From an optimization exercise on the open Yosys and OpenROAD flow, aimed at small area; shortcuts taken in it are not production practice.
RTL that was checked went through simulation tests only; none was proved equivalent to the original.
Power is estimated from default activity; no workload was simulated. The clock port is modelled as an ideal driver; clocking choices that lean on that would not hold on a real chip.

==> flow/design.v (excerpt) <==
module risc_trace_top (
  input  logic        clk,
  input  logic        rst,
  input  logic        start,
  input  logic [31:0] pc_i,
  input  logic [31:0] instr_i,
  input  logic [31:0] wdata_i,
  input  logic        rd_en,
  output logic        core_rst,
  output logic        running,
  output logic        done,
  output logic        halt_det,
  output logic        timeout,
  output logic        overflow,
  output logic [31:0] cycle_cnt,
  output logic [4:0]  count,
  output logic        rd_valid,
  output logic [31:0] rd_pc,
  output logic [31:0] rd_instr,
  output logic [31:0] rd_wdata
);
  risc_trace_ctrl #(
    .DATA_W     (32),
    .ADDR_W     (32),
    .DEPTH      (16),
    .RST_CYCLES (2),
    .MAX_CYCLES (1000),
    .STALL_LIMIT(4)
  ) u_ctrl (
    .clk      (clk),
    .rst      (rst),
    .start    (start),
    .pc_i     (pc_i),
    .instr_i  (instr_i),
    .wdata_i  (wdata_i),
    .rd_en    (rd_en),
    .core_rst (core_rst),
    .running  (running),
    .done     (done),
    .halt_det (halt_det),
    .timeout  (timeout),
    .overflow (overflow),
    .cycle_cnt(cycle_cnt),
    .count    (count),
    .rd_valid (rd_valid),
    .rd_pc    (rd_pc),
    .rd_instr (rd_instr),
    .rd_wdata (rd_wdata)
  );
endmodule
Size: ~1,600 flip-flops, ~240 I/O pins.
clock: 5.0 ns
lec_check: 0
cap_margin: 20
core_margin: 2
core_utilization: 75
slew_margin: 20
standard.sh (not shown) runs the stock make flow with config.mk's settings and CLKGATE_MAP_FILE= SYNTH_SCRIPT=/design/flow/synth_recipe.tcl, a recipe that flattens the netlist after the stock synthesis.
==> flow/flow/run.sh <==
#!/bin/bash
# The standard layout (standard.sh) with these changes:
#  - the read multiplexer module risc_trace_rdmux is laid out from the
#    cell-level netlist flow/rdmux_cells.v, put in its place in design.v
#    before synthesis (it has no registers; synthesis is otherwise the
#    standard one);
#  - ABC maps the other combinational logic with two area-oriented &nf
#    passes (flow/abc_area_map.script) in place of ORFS's speed script;
#    registers are untouched, as dfflibmap maps them before ABC runs;
#  - input and output ports are buffered with the smallest buffer;
#  - CTS clusters up to 30 sinks per leaf buffer and adds no dummy loads.
set -euo pipefail
here=$(pwd)
python3 "$here/flow/swap_module.py" "$here/design.v" risc_trace_rdmux \
  "$here/flow/rdmux_cells.v" "$here/design_cells.v" > swap_module.log 2>&1
rm -rf "$here/scripts_mod"
cp -r "$FLOW_HOME/scripts" "$here/scripts_mod"
cp "$here/flow/abc_area_map.script" "$here/scripts_mod/abc_speed.script"
bash standard.sh \
  "VERILOG_FILES=$here/design_cells.v" \
  "SCRIPTS_DIR=$here/scripts_mod" \
  "BUFFER_PORTS_ARGS=-buffer_cell sky130_fd_sc_hd__buf_1" \
  "CTS_ARGS=-sink_clustering_enable -repair_clock_nets -dont_use_dummy_load -sink_clustering_size 30 -sink_clustering_max_diameter 80" \
  finish > make_finish.log 2>&1
Other scripts of this flow, unchanged in this note and not shown: flow/flow/abc_area_map.script, flow/flow/rdmux_cells.v, flow/flow/swap_module.py
Change:
--- a/flow/config.mk
+++ b/flow/config.mk
@@ -8,4 +8,4 @@
 export CAP_MARGIN = 20
 export CORE_MARGIN = 2
-export CORE_UTILIZATION = 75
+export CORE_UTILIZATION = 65
 export SLEW_MARGIN = 20
What happened:
- cell area came out higher by 0.39%
- combinational power barely changes
- setup slack improved by 0.022 ns


Another version of the RTL of risc_trace_top (not shown whole).
Size in the first run: ~2,900 cells after synthesis, roughly 240 I/O pins, ~0.042 mm2 of cells after synthesis.
clock: 5.0 ns
lec_check: 0
cap_margin: 20
core_margin: 2
core_utilization: 40
slew_margin: 20
==> flow/flow/run.sh <==
#!/bin/bash
set -euo pipefail
bash standard.sh \
  "BUFFER_PORTS_ARGS=-buffer_cell sky130_fd_sc_hd__buf_1" \
  "CTS_ARGS=-sink_clustering_enable -repair_clock_nets -dont_use_dummy_load -buf_list sky130_fd_sc_hd__clkbuf_8" \
  "RECOVER_POWER=100" \
  finish > make_finish.log 2>&1
The baseline finished but failed the layout checks on max-capacitance violations, max-slew violations.
==> next run, changes <==
==> flow/flow/run.sh (replaced) <==
#!/bin/bash
# The standard layout (standard.sh) with these changes:
#  - ABC maps the combinational logic with one area-oriented &nf pass
#    (flow/abc_area_map.script) in place of ORFS's speed script; registers
#    are untouched, as dfflibmap maps them before ABC runs;
#  - input and output ports are buffered with the smallest buffer;
#  - CTS clusters up to 30 sinks per leaf buffer and adds no dummy loads.
set -euo pipefail
here=$(pwd)
rm -rf "$here/scripts_mod"
cp -r "$FLOW_HOME/scripts" "$here/scripts_mod"
cp "$here/flow/abc_area_map.script" "$here/scripts_mod/abc_speed.script"
bash standard.sh \
  "SCRIPTS_DIR=$here/scripts_mod" \
  "BUFFER_PORTS_ARGS=-buffer_cell sky130_fd_sc_hd__buf_1" \
  "CTS_ARGS=-sink_clustering_enable -repair_clock_nets -dont_use_dummy_load -sink_clustering_size 30 -sink_clustering_max_diameter 80" \
  finish > make_finish.log 2>&1
==> flow/flow/abc_area_map.script (new file) <==
&get -n
&st
&dch
&nf -p -R 1000
&put
topo
stime -c
Result: This time the run completed with no timing, DRC or antenna violations; die area shrinks by 2.8%; setup slack gets better by 440 ps; clock-buffer cell count goes down by 168; wire length shrinks by about 8%.
==> next run, changes <==
==> flow/flow/run.sh (replaced) <==
#!/bin/bash
set -euo pipefail
bash standard.sh \
  "BUFFER_PORTS_ARGS=-buffer_cell sky130_fd_sc_hd__buf_1" \
  "CTS_ARGS=-sink_clustering_enable -repair_clock_nets -dont_use_dummy_load -sink_clustering_size 35 -sink_clustering_max_diameter 80" \
  finish > make_finish.log 2>&1
CORE_UTILIZATION = 65   (was 40)
removed: flow/flow/abc_area_map.script
The changed run completed without violations.
Setup slack gains 81 ps.
Non-clock buffer count drops by 6.
Final area drops by 1.1%.
Routed wire length rose by 1.4%.
Total power fell by 2.0%.
Via count rises by 2.3%.


red:
risc_trace_top again, from the RTL that the note above started with.
export LEC_CHECK = 0
export CAP_MARGIN = 20
export CORE_MARGIN = 2
export CORE_UTILIZATION = 40
export SLEW_MARGIN = 20
create_clock -name core_clock -period 5.0 [get_ports {clk}]
==> flow/flow/run.sh <==
#!/bin/bash
# Standard layout with three changes: port buffers are the smallest buffer,
# CTS inserts no dummy loads, and (optionally) power recovery downsizes
# non-critical cells after global routing.
set -euo pipefail
bash standard.sh \
  "BUFFER_PORTS_ARGS=-buffer_cell sky130_fd_sc_hd__buf_1" \
  "CTS_ARGS=-sink_clustering_enable -repair_clock_nets -dont_use_dummy_load" \
  finish > make_finish.log 2>&1
[inputs] blue vs red
Settings: a change of CORE_UTILIZATION from 40 to 65.
==> flow/flow/run.sh <==
#!/bin/bash
# The standard layout (standard.sh) with these changes:
#  - ABC maps the combinational logic with one area-oriented &nf pass
#    (flow/abc_area_map.script) in place of ORFS's speed script; registers
#    are untouched, as dfflibmap maps them before ABC runs;
#  - input and output ports are buffered with the smallest buffer;
#  - CTS clusters up to 30 sinks per leaf buffer and adds no dummy loads.
set -euo pipefail
here=$(pwd)
rm -rf "$here/scripts_mod"
cp -r "$FLOW_HOME/scripts" "$here/scripts_mod"
cp "$here/flow/abc_area_map.script" "$here/scripts_mod/abc_speed.script"
bash standard.sh \
  "SCRIPTS_DIR=$here/scripts_mod" \
  "BUFFER_PORTS_ARGS=-buffer_cell sky130_fd_sc_hd__buf_1" \
  "CTS_ARGS=-sink_clustering_enable -repair_clock_nets -dont_use_dummy_load -sink_clustering_size 30 -sink_clustering_max_diameter 80" \
  finish > make_finish.log 2>&1
==> flow/flow/abc_area_map.script (new file) <==
&get -n
&st
&dch
&nf -p -R 1000
&put
topo
stime -c
Results
- Taking red as the reference, in blue number of non-clock inverters +41, worst slew slack as a fraction of its limit +1.3 points, longest individual stage delay on the worst path -0.02 ns.
- blue reports its timing endpoint of the critical path as rd_wdata[3] while red reports rd_instr[21].
#### Input delta (green over blue)
Settings: CORE_UTILIZATION now 40, was 65.
==> flow/flow/run.sh <==
#!/bin/bash
set -euo pipefail
bash standard.sh \
  "BUFFER_PORTS_ARGS=-buffer_cell sky130_fd_sc_hd__buf_1" \
  "CTS_ARGS=-sink_clustering_enable -repair_clock_nets -dont_use_dummy_load -sink_clustering_size 30 -sink_clustering_max_diameter 80" \
  finish > make_finish.log 2>&1
removed: flow/flow/abc_area_map.script
Notes after the runs:
Per the final summary, green finished and its layout is clean on timing, DRC and antenna. Compared to blue, green has pin count of the biggest net entering global routing 9 lower. Compared with blue, in green proportion of cell area occupied by registers lost 2.0 points, post-synthesis share of cell area spent on and, or, nand and nor gates lower, worst-case clock skew saw an increase, biggest cell delay along the critical path moved down, clock-buffer cell count climbed 14%. Relative to blue, green degrades wire length. Of blue and green, the run reporting the lower power share of the clock group was blue. Utilization blue -> green: down.
The inputs of orange differ from those of green as listed below.
==> flow/run.sh (new file) <==
#!/bin/bash
# synth_recipe.tcl (not shown) runs the flow's synth.tcl, then flattens the netlist and writes it again
# the make line also repeats each setting of config.mk as NAME=value (left out here)
make -C /OpenROAD-flow-scripts/flow DESIGN_CONFIG=/design/flow/config.mk WORK_HOME=/design/flow/orfs CLKGATE_MAP_FILE= SYNTH_SCRIPT=/design/flow/synth_recipe.tcl finish
removed: flow/flow/run.sh
removed: flow/standard.sh
Results
Setup slack in orange is smaller than in green.
Side by side, number of global-route vias before repair turned out higher in orange than in green.
orange vs green: non-clock buffer count up in orange
The following lists how purple was set up differently from orange:
==> flow/flow/run.sh (new file) <==
#!/bin/bash
set -euo pipefail
bash standard.sh \
  "BUFFER_PORTS_ARGS=-buffer_cell sky130_fd_sc_hd__buf_1" \
  "CTS_ARGS=-sink_clustering_enable -repair_clock_nets -dont_use_dummy_load -sink_clustering_size 25 -sink_clustering_max_diameter 150" \
  finish > make_finish.log 2>&1
==> flow/standard.sh (new file) <==
#!/bin/bash
# synth_recipe.tcl (not shown) runs the flow's synth.tcl, then flattens the netlist and writes it again
# the make line also repeats each setting of config.mk as NAME=value (left out here)
make -C /OpenROAD-flow-scripts/flow DESIGN_CONFIG=/design/flow/config.mk WORK_HOME=/design/flow/orfs CLKGATE_MAP_FILE= SYNTH_SCRIPT=/design/flow/synth_recipe.tcl "${@:-finish}"
removed: flow/run.sh
## What came out
[diff] hold slack, purple relative to orange: regression. Diff orange -> purple | worst relative slew slack | decrease of 1.0 points. The area of combinational cells with multiple inputs of purple and that of orange are within noise of each other. purple vs orange: minimum setup slack after placement up in purple. Wire length ended up 3.7% lower on purple than on orange. | wire length on met1 | purple vs orange | about 4% lower |. Core footprint: orange vs purple identical. orange -> purple: detail-routed via count per cell increased slightly. On clock skew, the lower figure sits with orange, not purple. Lower time the final worst path needs with I/O delays and setup goes to purple over orange. Diff purple and orange: layout cell share with drive strength beyond 1 lower in purple.


risc_trace_top again, from the RTL that the note above started with.
==> flow/design.v (excerpt) <==
module risc_trace_top (
  input  logic        clk,
  input  logic        rst,
  input  logic        start,
  input  logic [31:0] pc_i,
  input  logic [31:0] instr_i,
  input  logic [31:0] wdata_i,
  input  logic        rd_en,
  output logic        core_rst,
  output logic        running,
  output logic        done,
  output logic        halt_det,
  output logic        timeout,
  output logic        overflow,
  output logic [31:0] cycle_cnt,
  output logic [4:0]  count,
  output logic        rd_valid,
  output logic [31:0] rd_pc,
  output logic [31:0] rd_instr,
  output logic [31:0] rd_wdata
);
make LEC_CHECK=0 CAP_MARGIN=20 CORE_MARGIN=2 CORE_UTILIZATION=60 CTS_BUF_LIST='sky130_fd_sc_hd__clkbuf_4 sky130_fd_sc_hd__clkbuf_8' CTS_CLUSTER_SIZE=30 SLEW_MARGIN=20 finish   # period 5.0 ns
run.sh (not shown) runs the stock make flow with config.mk's settings and CLKGATE_MAP_FILE= SYNTH_SCRIPT=/design/flow/synth_recipe.tcl, a recipe that flattens the netlist after the stock synthesis.
Stock flow here: none of the scripts above is used.
The starting point finished clean.
Rerun with:
==> flow/flow/run.sh (new file) <==
#!/bin/bash
# The standard layout (standard.sh) with these changes:
#  - ABC maps the combinational logic with two area-oriented &nf passes
#    (flow/abc_area_map.script) in place of ORFS's speed script; registers
#    are untouched, as dfflibmap maps them before ABC runs;
#  - input and output ports are buffered with the smallest buffer;
#  - CTS clusters up to 30 sinks per leaf buffer and adds no dummy loads.
set -euo pipefail
here=$(pwd)
rm -rf "$here/scripts_mod"
cp -r "$FLOW_HOME/scripts" "$here/scripts_mod"
cp "$here/flow/abc_area_map.script" "$here/scripts_mod/abc_speed.script"
bash standard.sh \
  "SCRIPTS_DIR=$here/scripts_mod" \
  "BUFFER_PORTS_ARGS=-buffer_cell sky130_fd_sc_hd__buf_1" \
  "CTS_ARGS=-sink_clustering_enable -repair_clock_nets -dont_use_dummy_load -sink_clustering_size 30 -sink_clustering_max_diameter 80" \
  finish > make_finish.log 2>&1
==> flow/flow/abc_area_map.script (new file) <==
&get -n
&st
&dch
&nf -p -R 1000
&st
&dch
&nf -p -R 1000
&put
topo
stime -c
==> flow/standard.sh (new file) <==
#!/bin/bash
# synth_recipe.tcl (not shown) runs the flow's synth.tcl, then flattens the netlist and writes it again
# the make line also repeats each setting of config.mk as NAME=value (left out here)
make -C /OpenROAD-flow-scripts/flow DESIGN_CONFIG=/design/flow/config.mk WORK_HOME=/design/flow/orfs CLKGATE_MAP_FILE= SYNTH_SCRIPT=/design/flow/synth_recipe.tcl "${@:-finish}"
- CORE_UTILIZATION: 60 -> 40
- CTS_BUF_LIST: sky130_fd_sc_hd__clkbuf_4 sky130_fd_sc_hd__clkbuf_8 -> default
- CTS_CLUSTER_SIZE: 30 -> default
removed: flow/run.sh
=> Synthesized cell count shrinks by a few percent; clock skew is higher by 0.072 ns; core utilization falls by 27 points; total power fell by about a fifth; routed wire length falls slightly; worst setup slack gains 0.27 ns; critical path depth is higher by 1.


The RTL this note starts from:
==> flow/design.v <==
module risc_trace_top (
  input  logic        clk,
  input  logic        rst,
  input  logic        start,
  input  logic [31:0] pc_i,
  input  logic [31:0] instr_i,
  input  logic [31:0] wdata_i,
  input  logic        rd_en,
  output logic        core_rst,
  output logic        running,
  output logic        done,
  output logic        halt_det,
  output logic        timeout,
  output logic        overflow,
  output logic [31:0] cycle_cnt,
  output logic [4:0]  count,
  output logic        rd_valid,
  output logic [31:0] rd_pc,
  output logic [31:0] rd_instr,
  output logic [31:0] rd_wdata
);
  risc_trace_ctrl #(
    .DATA_W     (32),
    .ADDR_W     (32),
    .DEPTH      (16),
    .RST_CYCLES (2),
    .MAX_CYCLES (1000),
    .STALL_LIMIT(4)
  ) u_ctrl (
    .clk      (clk),
    .rst      (rst),
    .start    (start),
    .pc_i     (pc_i),
    .instr_i  (instr_i),
    .wdata_i  (wdata_i),
    .rd_en    (rd_en),
    .core_rst (core_rst),
    .running  (running),
    .done     (done),
    .halt_det (halt_det),
    .timeout  (timeout),
    .overflow (overflow),
    .cycle_cnt(cycle_cnt),
    .count    (count),
    .rd_valid (rd_valid),
    .rd_pc    (rd_pc),
    .rd_instr (rd_instr),
    .rd_wdata (rd_wdata)
  );
endmodule

module risc_trace_ctrl #(
  parameter int DATA_W      = 32,
  parameter int ADDR_W      = 32,
  parameter int DEPTH       = 16,
  parameter int RST_CYCLES  = 1,
  parameter int MAX_CYCLES  = 10,
  parameter int STALL_LIMIT = 4
) (
  input  logic                     clk,
  input  logic                     rst,
  input  logic                     start,
  input  logic [ADDR_W-1:0]        pc_i,
  input  logic [DATA_W-1:0]        instr_i,
  input  logic [DATA_W-1:0]        wdata_i,
  input  logic                     rd_en,
  output logic                     core_rst,
  output logic                     running,
  output logic                     done,
  output logic                     halt_det,
  output logic                     timeout,
  output logic                     overflow,
  output logic [31:0]              cycle_cnt,
  output logic [$clog2(DEPTH):0]   count,
  output logic                     rd_valid,
  output logic [ADDR_W-1:0]        rd_pc,
  output logic [DATA_W-1:0]        rd_instr,
  output logic [DATA_W-1:0]        rd_wdata
);
  localparam int PTR_W = $clog2(DEPTH);
  localparam int CNT_W = PTR_W + 1;
  localparam int ENT_W = ADDR_W + 2 * DATA_W;
  localparam int CYC_W = $clog2(MAX_CYCLES + 1);
  localparam int STL_W = (STALL_LIMIT > 2) ? $clog2(STALL_LIMIT) : 1;
  logic              in_reset;
  logic              rst_last;
  logic [CYC_W-1:0]  cyc;
  logic [STL_W-1:0]  stall_cnt;
  logic [DEPTH-1:0]  rd_sel;
  logic [DEPTH-1:0][ENT_W-1:0] ring;
  logic [ENT_W-1:0]  newest;
  logic              full;
  logic              go;
  logic              pop_ok;
  logic              same_pc;
  logic              hit_halt;
  logic              hit_budget;
  logic              adv;
  assign full       = count[PTR_W];
  assign go         = start && !in_reset && !running;
  assign pop_ok     = done && rd_en && (count != '0) && !start;
  assign same_pc    = (count != '0) && (pc_i == newest[ENT_W-1 -: ADDR_W]);
  assign hit_halt   = same_pc && (stall_cnt == STL_W'(STALL_LIMIT - 1));
  assign hit_budget = (cyc == CYC_W'(MAX_CYCLES - 1));
  assign adv        = running ? !full : (done && !pop_ok);
  assign newest    = ring[0];
  assign core_rst  = !running;
  assign cycle_cnt = 32'(cyc);
  assign timeout   = (cyc == CYC_W'(MAX_CYCLES));
  assign overflow  = (cyc > CYC_W'(DEPTH));
  always_ff @(posedge clk) begin
    ring[0] <= running ? {pc_i, instr_i, wdata_i} : ring[DEPTH-1];
    for (int i = 1; i < DEPTH; i++) ring[i] <= ring[i-1];
  end
  always_ff @(posedge clk) begin
    if (go)       rd_sel <= DEPTH'(1);
    else if (adv) rd_sel <= {rd_sel[DEPTH-2:0], rd_sel[DEPTH-1]};
  end
  logic [ENT_W-1:0] rd_ent;
  always_comb begin
    rd_ent = '0;
    for (int i = 0; i < DEPTH; i++)
      rd_ent = rd_ent | (ring[i] & {ENT_W{rd_sel[i]}});
  end
  assign {rd_pc, rd_instr, rd_wdata} = rd_ent;
  always_ff @(posedge clk) begin
    stall_cnt <= same_pc ? stall_cnt + 1'b1 : '0;
    rst_last <= in_reset;
  end
  always_ff @(posedge clk or negedge rst) begin
    if (!rst) begin
      in_reset  <= 1'b0;
      running   <= 1'b0;
      done      <= 1'b0;
      count     <= '0;
      cyc       <= '0;
      halt_det  <= 1'b0;
      rd_valid  <= 1'b0;
    end else begin
      rd_valid <= pop_ok;
      if (go) begin
        in_reset  <= 1'b1;
        done      <= 1'b0;
        count     <= '0;
        cyc       <= '0;
        halt_det  <= 1'b0;
      end else if (pop_ok) begin
        count <= count - 1'b1;
      end
      if (in_reset && rst_last) begin
        in_reset <= 1'b0;
        running  <= 1'b1;
      end
      if (running) begin
        cyc <= cyc + 1'b1;
        if (!full) count <= count + 1'b1;
        if (hit_halt) halt_det <= 1'b1;
        if (hit_halt || hit_budget) begin
          running <= 1'b0;
          done    <= 1'b1;
        end
      end
    end
  end
endmodule
clock: 5.0 ns
lec_check: 0
cap_margin: 20
core_margin: 2
core_utilization: 65
slew_margin: 20
standard.sh (not shown) runs the stock make flow with config.mk's settings and CLKGATE_MAP_FILE= SYNTH_SCRIPT=/design/flow/synth_recipe.tcl, a recipe that flattens the netlist after the stock synthesis.
==> flow/flow/run.sh <==
#!/bin/bash
# The standard layout (standard.sh) with these changes:
#  - ABC maps the combinational logic with two area-oriented &nf passes
#    (flow/abc_area_map.script) in place of ORFS's speed script; registers
#    are untouched, as dfflibmap maps them before ABC runs;
#  - input and output ports are buffered with the smallest buffer;
#  - CTS clusters up to 30 sinks per leaf buffer and adds no dummy loads.
set -euo pipefail
here=$(pwd)
rm -rf "$here/scripts_mod"
cp -r "$FLOW_HOME/scripts" "$here/scripts_mod"
cp "$here/flow/abc_area_map.script" "$here/scripts_mod/abc_speed.script"
bash standard.sh \
  "SCRIPTS_DIR=$here/scripts_mod" \
  "BUFFER_PORTS_ARGS=-buffer_cell sky130_fd_sc_hd__buf_1" \
  "CTS_ARGS=-sink_clustering_enable -repair_clock_nets -dont_use_dummy_load -sink_clustering_size 30 -sink_clustering_max_diameter 80" \
  "RECOVER_POWER=100" \
  finish > make_finish.log 2>&1
==> flow/flow/abc_area_map.script <==
&get -n
&st
&dch
&nf -p -R 1000
&st
&dch
&nf -p -R 1000
&put
topo
stime -c
The baseline finished with max-capacitance violations, max-slew violations left.
Next try:
--- a/flow/flow/run.sh
+++ b/flow/flow/run.sh
@@ -15,4 +15,3 @@
   "BUFFER_PORTS_ARGS=-buffer_cell sky130_fd_sc_hd__buf_1" \
   "CTS_ARGS=-sink_clustering_enable -repair_clock_nets -dont_use_dummy_load -sink_clustering_size 30 -sink_clustering_max_diameter 80" \
-  "RECOVER_POWER=100" \
   finish > make_finish.log 2>&1
What happened: With this change the flow completed with no timing, DRC or antenna violations; via count stays flat; sequential share of layout area barely changes; setup slack is better by 0.60 ns; final area hardly moves.
No functional check of the RTL was part of any run of this note.

-- afterwards: timing with drivers on the ports --
In the flow no input, the clock included, has a driving cell. The finished layouts below were timed again as built, in two steps.
Step 1: set_driving_cell puts a clkbuf_16 on clk and a buf_2 on each other input, an assumption about the parent block.
Step 2, shift: input delay + t, output delay - t, t = (earliest + latest rising clock arrival at the registers) / 2. This alone moves slack from input paths to output paths.
Three values: ideal ports, drivers, drivers and shift; two values: the first two.
run | t (ns) | slack for setup (ns) | pins driven straight from the clock port
the first run of note 1 | 0.705 | 0.778 / 0.717 / 1.422 | 1
the second run of note 1 | 0.707 | 0.801 / 0.736 / 1.443 | 1
the first run of note 2 | 0.885 | 0.576 / 0.512 / 1.226 | 1
the second run of note 2 | 0.734 | 1.018 / 0.949 / 1.684 | 1
the third run of note 2 | 0.703 | 1.099 / 1.033 / 1.736 | 1
red | 0.785 | 0.999 / 0.933 / 1.681 | 1
blue | 0.714 | 0.892 / 0.824 / 1.538 | 1
green | 0.693 | 1.014 / 0.948 / 1.641 | 1
orange | 0.800 | 0.832 / 0.763 / 1.500 | 1
purple | 0.706 | 1.017 / 0.952 / 1.657 | 1
the first run of note 4 | 0.901 | 0.699 / 0.632 / 1.533 | 1
the second run of note 4 | 0.722 | 0.966 / 0.897 / 1.619 | 1
the first run of note 5 | 0.714 | 0.601 / 0.536 / 1.250 | 1
the second run of note 5 | 0.710 | 1.197 / 1.132 / 1.435 | 1
